This is an optimization exercise on Yosys and OpenROAD, whose aim is small area, not a production implementation.
Only simulation tests tie the RTL to the original design; equivalence was not proved.
No activity file was given, so power comes from the tool's default toggle rates.

== run 1 ==
// keccak_squeeze_buf
module keccak_squeeze_buf #(
    parameter  int MAX_RATE_LANES = 21,
    localparam int OUT_BUF_SIZE   = 64
) (
    input  logic                         clk_i,
    input  logic                         rst_ni,
    input  logic [4:0][4:0][63:0]        state_i,
    input  logic                         state_valid_i,
    output logic                         state_ready_o,
    input  logic [4:0]                   rate_lanes_i,
    input  logic                         abort_i,
    output logic [OUT_BUF_SIZE-1:0]      dout_o,
    output logic                         dout_valid_o,
    input  logic                         dout_ready_i,
    output logic                         dout_last_o,
    output logic                         busy_o
);
    localparam int NL = MAX_RATE_LANES;
    logic                stream_q;   
    logic                idle_q;     
    logic                pol_q;      
    logic [4:0]          cnt_q;      
  ...
Size: ~3800 cells after synthesis, roughly 1700 I/O pins.
Settings: LEC_CHECK=0, CAP_MARGIN=20, CORE_AREA=10 10 390 390, DIE_AREA=0 0 400 400, PLACE_DENSITY=0.8, SLEW_MARGIN=20, SYNTH_HIERARCHICAL=1, SYNTH_MINIMUM_KEEP_SIZE=0; clock period 7.0 ns.
standard.sh (not shown) runs the stock make flow with config.mk's settings and CLKGATE_MAP_FILE= SYNTH_SCRIPT=/design/flow/synth_recipe.tcl, a recipe that flattens the netlist after the stock synthesis.
==> flow/flow/run.sh <==
#!/bin/bash
# Standard ORFS layout, with smaller port buffers, a leaner clock tree and pins one track
# apart. The clock pin goes in the middle of the bottom edge with the other pins kept 4 um
# away, so its wire has room next to the densely packed pins.
set -euo pipefail
DIEW=$(grep -E '^export DIE_AREA' config.mk | awk '{print $6}')
MID=$(python3 -c "print(int(float('$DIEW') / 2))")
CLKX=$(python3 -c "print('%.2f' % (0.23 + 0.46 * round(($MID - 0.23) / 0.46)))")
echo "place_pin -pin_name clk_i -layer met2 -location {$CLKX 0} -force_to_die_boundary" > io_pre.tcl
bash standard.sh \
  'BUFFER_PORTS_ARGS=-buffer_cell sky130_fd_sc_hd__buf_1' \
  "PRE_IO_PLACEMENT_TCL=$PWD/io_pre.tcl" \
  "PLACE_PINS_ARGS=-min_distance 1 -min_distance_in_tracks -exclude bottom:$((MID-4))-$((MID+4))" \
  'CTS_ARGS=-sink_clustering_enable -repair_clock_nets -dont_use_dummy_load -sink_clustering_size 16 -sink_clustering_max_diameter 60 -buf_list {sky130_fd_sc_hd__clkbuf_4 sky130_fd_sc_hd__clkbuf_8}' \
  finish > standard.log 2>&1
For run 1, the flow was terminated by a tool error in global routing and produced no final design.
Modified inputs, run 2 compared to run 1
Settings: PLACE_DENSITY now 0.75, was 0.8; CORE_AREA now 10 10 570 570, was 10 10 390 390; DIE_AREA now 0 0 580 580, was 0 0 400 400.
==> flow/flow/run.sh <==
#!/bin/bash
# Standard ORFS layout, with smaller port buffers and a leaner clock tree.
set -euo pipefail
bash standard.sh \
  'BUFFER_PORTS_ARGS=-buffer_cell sky130_fd_sc_hd__buf_1' \
  'CTS_ARGS=-sink_clustering_enable -repair_clock_nets -dont_use_dummy_load -sink_clustering_size 24 -sink_clustering_max_diameter 40 -buf_list {sky130_fd_sc_hd__clkbuf_4 sky130_fd_sc_hd__clkbuf_8}' \
  finish > standard.log 2>&1
## What came out
Every stage of the flow completed for run 2, and the final layout passed the timing, DRC and antenna checks.
Final HPWL from detailed placement was lower in the run labelled run 1.
Going from run 1 to run 2, the maximum buffer depth of the clock tree was found to have gone up by 1.
Starting density of the core was lower in the run labelled run 2.
Input changes introduced in run 3 (baseline for comparison: run 2):
Settings: changing PLACE_DENSITY from 0.75 to 0.8; changing DIE_AREA from 0 0 580 580 to 0 0 440 440; changing CORE_AREA from 10 10 570 570 to 10 10 430 430.
==> flow/flow/run.sh <==
#!/bin/bash
# Standard ORFS layout, with smaller port buffers, a leaner clock tree and pins one track
# apart. The clock pin goes in the middle of the bottom edge with the other pins kept 4 um
# away, so its wire has room next to the densely packed pins.
set -euo pipefail
DIEW=$(grep -E '^export DIE_AREA' config.mk | awk '{print $6}')
MID=$(python3 -c "print(int(float('$DIEW') / 2))")
CLKX=$(python3 -c "print('%.2f' % (0.23 + 0.46 * round(($MID - 0.23) / 0.46)))")
echo "place_pin -pin_name clk_i -layer met2 -location {$CLKX 0} -force_to_die_boundary" > io_pre.tcl
bash standard.sh \
  'BUFFER_PORTS_ARGS=-buffer_cell sky130_fd_sc_hd__buf_1' \
  "PRE_IO_PLACEMENT_TCL=$PWD/io_pre.tcl" \
  "PLACE_PINS_ARGS=-min_distance 1 -min_distance_in_tracks -exclude bottom:$((MID-4))-$((MID+4))" \
  'CTS_ARGS=-sink_clustering_enable -repair_clock_nets -dont_use_dummy_load -sink_clustering_size 16 -sink_clustering_max_diameter 60 -buf_list {sky130_fd_sc_hd__clkbuf_4 sky130_fd_sc_hd__clkbuf_8}' \
  finish > standard.log 2>&1
## What came out
In summary, run 3 completed successfully, with a layout that passed the timing, DRC and antenna checks.
Going from run 2 to run 3, the sequential power was found to have gone down by about 0.7%.
Routed wire length was higher in run 2 than in run 3.
Hold slack is higher on run 3
Compared with run 2, run 3 shows a worst slew margin relative to its limit that is 6.9 points higher.
Looking at global-route wire length before repair across both flows, run 3 is the stronger of the two, with run 2 trailing.
Non-clock buffer count (run 3 / run 2): 0.935
Compared with run 2, run 3 shows a core utilization that is 12 points higher.
Comparing run 3 against run 2, there is no change at all in critical path depth.
When run 3 is set beside run 2, its sequential portion of the cell area turns out to be 3.3 points larger.
The following lists how run 4 was set up differently from run 3:
Settings: CORE_AREA now 10 10 570 570, was 10 10 430 430; DIE_AREA now 0 0 580 580, was 0 0 440 440; PLACE_DENSITY no longer set, was 0.8.
==> flow/flow/run.sh <==
#!/bin/bash
# Standard ORFS layout, with smaller port buffers and a leaner clock tree.
set -euo pipefail
bash standard.sh \
  'BUFFER_PORTS_ARGS=-buffer_cell sky130_fd_sc_hd__buf_1' \
  'CTS_ARGS=-sink_clustering_enable -repair_clock_nets -dont_use_dummy_load -sink_clustering_size 16 -sink_clustering_max_diameter 60 -buf_list {sky130_fd_sc_hd__clkbuf_4 sky130_fd_sc_hd__clkbuf_8}' \
  finish > standard.log 2>&1
- Run 3 has lower synthesis-to-finish area growth than run 4.
- Changes observed in run 4 relative to run 3: worst-case reg-to-reg path depth went down, total die area went up, share of total power in the clock network went up, worst hold slack went down, combinational power share did not really move.
- Of run 4 and run 3, the lower total power belongs to run 3.
- Of run 4 and run 3, run 3 shows the higher flip-flop and latch share of the layout cell area, with run 4 below it.
- Run 3 → run 4: routed wire length higher; worst setup slack lower; CTS buffer count higher.
Relative to run 4, the following input files were edited for run 5:
Settings: CORE_AREA: 10 10 570 570 -> 10 10 430 430; DIE_AREA: 0 0 580 580 -> 0 0 440 440.
==> flow/flow/run.sh <==
#!/bin/bash
# Standard ORFS layout, with smaller port buffers, a leaner clock tree and pins one track
# apart. The clock pin goes in the middle of the bottom edge with the other pins kept 4 um
# away, so its wire has room next to the densely packed pins.
set -euo pipefail
DIEW=$(grep -E '^export DIE_AREA' config.mk | awk '{print $6}')
MID=$(python3 -c "print(int(float('$DIEW') / 2))")
CLKX=$(python3 -c "print('%.2f' % (0.23 + 0.46 * round(($MID - 0.23) / 0.46)))")
echo "place_pin -pin_name clk_i -layer met2 -location {$CLKX 0} -force_to_die_boundary" > io_pre.tcl
bash standard.sh \
  'BUFFER_PORTS_ARGS=-buffer_cell sky130_fd_sc_hd__buf_1' \
  "PRE_IO_PLACEMENT_TCL=$PWD/io_pre.tcl" \
  "PLACE_PINS_ARGS=-min_distance 1 -min_distance_in_tracks -exclude bottom:$((MID-4))-$((MID+4))" \
  'CTS_ARGS=-sink_clustering_enable -repair_clock_nets -dont_use_dummy_load -sink_clustering_size 16 -sink_clustering_max_diameter 60 -buf_list {sky130_fd_sc_hd__clkbuf_4 sky130_fd_sc_hd__clkbuf_8}' \
  finish > standard.log 2>&1
### Flow results
Run 5 vs run 4, critical path capture point: dout_o[20] vs dout_o[31]. Diff run 4 -> run 5: sequential portion of the cell area +2.7 points; layout overhead on the synthesized area dropped 6.9 points. Of run 5 and run 4, the run reporting the lower ratio of final minimum period to clock period was run 5. Highest-delay cell along the critical path: sky130_fd_sc_hd__nand4_1 -> run 4, sky130_fd_sc_hd__a222oi_1 -> run 5.

## re-timing with driven ports
No port has a modelled driver above. Below, the same layouts with a new extraction and two added sets of constraints.
Step 1, drivers: a clkbuf_16 drives clk_i and a buf_2 each remaining input, both assumed.
Step 2 times the ports against the registers' clock, not the clock port: input delays grow and output delays shrink by t, the midpoint of the rising clock arrivals with the driver on.
a / b / c = no drivers / after step 1 / after step 2; a / b = the first two.
run	t (ns)	setup WS [ns]	hold slack, ns	worst setup path after step 2	clock arrival spread, ns
run 2	1.002	0.165 / 0.091 / 1.092	0.399 / 0.401 / 0.441	register to output	0.168 / 0.167
run 3	0.902	0.683 / 0.626 / 1.529	0.444 / 0.444 / 0.444	register to output	0.167 / 0.167
run 4	0.953	0.355 / 0.268 / 1.221	0.385 / 0.385 / 0.442	register to output	0.170 / 0.170
run 5	0.919	0.893 / 0.834 / 1.753	0.445 / 0.445 / 0.445	register to output	0.129 / 0.129
After both steps every run listed still meets setup and hold.
